This design comes from an exercise in tuning for small area and a short achievable clock period on the open sky130 flow, not from production work.
Only simulation tests tie the RTL to the original design; equivalence was not proved.
Power and IR drop assume default switching activity.

==> flow/design.v <==
package ddr2_pkg;
    localparam int unsigned DDR2_DATA_W    = 144;
    localparam int unsigned DDR2_BURST_LEN = 2;
    typedef enum logic [1:0] {
        IDLE,
        WAIT,
        PAD
    } pad_state_t;
endpackage
module ddr2_wr_stager
#(
    parameter int unsigned       DATA_W        = ddr2_pkg::DDR2_DATA_W,
    parameter int unsigned       DEPTH         = 32,
    parameter int unsigned       BURST_LEN     = ddr2_pkg::DDR2_BURST_LEN,
    parameter int unsigned       FLUSH_TIMEOUT = 64,
    parameter logic [DATA_W-1:0] PAD_WORD      = '0
) (
    input  logic                    clk,
    input  logic                    rst,
    input  logic                    in_valid,
    input  logic [DATA_W-1:0]       in_data,
    output logic                    in_ready,
    input  logic                    flush,
    output logic                    wr_req_from_tmto,
    output logic [DATA_W-1:0]       tmto_fifo_q,
    input  logic                    tmto_fifo_rdacked,
    output logic [$clog2(DEPTH):0]  count,
    output logic [15:0]             pad_cnt,
    output logic                    overflow,
    output logic                    underflow
);
    localparam int unsigned      CNT_W  = $clog2(DEPTH) + 1;
    localparam int unsigned      RING_N = DEPTH - 1;
    localparam logic [5:0]       TIMEOUT_LAST = 6'(FLUSH_TIMEOUT - 1);
    logic [CNT_W-1:0]             cnt_r;
    logic                         rdy_r;      
    logic                         padp_r;     
    logic                         ge2_r;      
    logic                         empty_r;    
    logic                         full_r;     
    logic                         st_wait;
    logic                         st_pad;
    logic [5:0]                   idle_cnt;
    logic [RING_N-1:0]            wr_oh;
    logic [RING_N-1:0]            rd_oh;
    logic [RING_N-1:0][DATA_W-1:0] ring;
    logic [DATA_W-1:0]            q_r;
    logic c0, c1, c2, c31, c32;
    assign c0  = empty_r;
    assign c1  = (cnt_r == CNT_W'(1));
    assign c2  = (cnt_r == CNT_W'(2));
    assign c31 = (cnt_r == CNT_W'(DEPTH-1));
    assign c32 = full_r;
    logic prod_push, push, pop, inc, dec, res_n;
    assign prod_push = in_valid && rdy_r;
    assign push      = prod_push || padp_r;
    assign pop       = tmto_fifo_rdacked && !c0;
    assign inc       = push && !pop;
    assign dec       = pop && !push;
    assign res_n     = cnt_r[0] ^ push ^ pop;    
    logic [DATA_W-1:0] wdata;
    assign wdata = padp_r ? PAD_WORD : in_data;
    logic timeout, wait_n, pad_n;
    assign timeout = !prod_push && (idle_cnt == TIMEOUT_LAST);
    assign wait_n  = res_n && ((!st_wait && !st_pad) || (st_wait && !flush && !timeout));
    assign pad_n   = res_n && (st_pad || (st_wait && (flush || timeout)));
    logic full_n, ge2_n, empty_n;
    assign empty_n = inc ? 1'b0 : (dec ? c1 : c0);
    assign full_n = inc ? c31 : (dec ? 1'b0 : c32);
    assign ge2_n  = inc ? (ge2_r || c1) : (dec ? (ge2_r && !c2) : ge2_r);
    always_ff @(posedge clk) begin
        if (rst) begin
            cnt_r    <= '0;
            rdy_r    <= 1'b1;
            padp_r   <= 1'b0;
            ge2_r    <= 1'b0;
            empty_r  <= 1'b1;
            full_r   <= 1'b0;
            st_wait  <= 1'b0;
            st_pad   <= 1'b0;
            idle_cnt <= '0;
        end else begin
            if (inc) cnt_r <= cnt_r + 1'b1;
            else if (dec) cnt_r <= cnt_r - 1'b1;
            rdy_r    <= !full_n && !pad_n;
            padp_r   <= pad_n && !full_n;
            ge2_r    <= ge2_n;
            empty_r  <= empty_n;
            full_r   <= full_n;
            st_wait  <= wait_n;
            st_pad   <= pad_n;
            if (st_wait && wait_n && !prod_push) idle_cnt <= idle_cnt + 1'b1;
            else idle_cnt <= '0;
        end
    end
    logic wr_adv, rd_adv;
    assign wr_adv = push && (ge2_r || (c1 && !pop));
    assign rd_adv = pop && ge2_r;
    always_ff @(posedge clk) begin
        if (rst) begin
            wr_oh <= RING_N'(1);
            rd_oh <= RING_N'(1);
        end else begin
            if (wr_adv) wr_oh <= {wr_oh[RING_N-2:0], wr_oh[RING_N-1]};
            if (rd_adv) rd_oh <= {rd_oh[RING_N-2:0], rd_oh[RING_N-1]};
        end
    end
    for (genvar i = 0; i < RING_N; i++) begin : g_ring
        always_ff @(posedge clk) begin
            if (wr_oh[i] && !c32) ring[i] <= wdata;
        end
    end
    logic [DATA_W-1:0] ring_rd;
    always_comb begin
        ring_rd = '0;
        for (int i = 0; i < RING_N; i++) begin
            ring_rd = ring_rd | (ring[i] & {DATA_W{rd_oh[i]}});
        end
    end
    always_ff @(posedge clk) begin
        if (tmto_fifo_rdacked || c0) q_r <= ge2_r ? ring_rd : wdata;
    end
    always_ff @(posedge clk) begin
        if (rst) begin
            overflow  <= 1'b0;
            underflow <= 1'b0;
            pad_cnt   <= '0;
        end else begin
            if (in_valid && c32) overflow <= 1'b1;
            if (tmto_fifo_rdacked && c0) underflow <= 1'b1;
            if (padp_r && (pad_cnt != '1)) pad_cnt <= pad_cnt + 1'b1;
        end
    end
    assign in_ready         = rdy_r;
    assign wr_req_from_tmto = ge2_r;
    assign tmto_fifo_q      = q_r;
    assign count            = cnt_r;
endmodule
make LEC_CHECK=0 CAP_MARGIN=20 CORE_MARGIN=2 CORE_UTILIZATION=55 CTS_CLUSTER_DIAMETER=100 CTS_CLUSTER_SIZE=25 SETUP_SLACK_MARGIN=2.6 SLEW_MARGIN=20 SYNTH_MEMORY_MAX_BITS=8192 finish   # period 5.2 ns
run.sh (not shown) runs the stock make flow with config.mk's settings and CLKGATE_MAP_FILE= SYNTH_SCRIPT=/design/flow/synth_recipe.tcl, a recipe that flattens the netlist after the stock synthesis.
Edit:
--- a/flow/design.v
+++ b/flow/design.v
@@ -116,10 +116,16 @@
         for (int i = 0; i < RING_N; i++) begin
             ring_rd = ring_rd | (ring[i] & {DATA_W{rd_oh[i]}});
         end
     end
+    logic              q_ld;
+    logic [DATA_W-1:0] q_d;
+    logic [DATA_W-1:0] q_n;
+    assign q_ld = tmto_fifo_rdacked || c0;
+    assign q_d  = ge2_r ? ring_rd : wdata;
     always_ff @(posedge clk) begin
-        if (tmto_fifo_rdacked || c0) q_r <= ge2_r ? ring_rd : wdata;
+        if (q_ld) q_n <= ~q_d;
+        q_r <= q_ld ? q_d : ~q_n;
     end
     always_ff @(posedge clk) begin
         if (rst) begin
             overflow  <= 1'b0;
Effect: The new run went through all stages and came out clean; die area came out higher by a few percent; sequential power came out higher by a few percent; hold slack gets worse by 0.012 ns; worst setup slack gets better by 0.18 ns; via count came out higher by a few percent; synthesized area came out higher by a few percent.

static timing again, ports no longer ideal:
The results above use ideal ports. As a check the final layouts listed here were re-extracted and re-timed, cells and wires unchanged. Step 1: set_driving_cell puts a clkbuf_16 on clk and a buf_2 on each other input, an assumption about the parent block. Step 2 adds t to the input delays and takes it off the output delays; t is the mean of the earliest and latest rising clock arrival at the registers after step 1. Input paths then give back, and output paths get back, about the clock's delay inside the block. Three values: ideal, step 1, step 2; two values: the first two.
run	t, ns	setup WS [ns]	worst slew at a driven data input, ns
the first run	1.028	2.277 / 2.178 / 1.805	0.09
the second run	1.046	2.460 / 2.460 / 1.700	0.06
After both steps setup and hold are still met in every run listed. The setup slack of the second run, which loses most, moves by 0.000 ns with the drivers and by -0.760 ns with both steps.
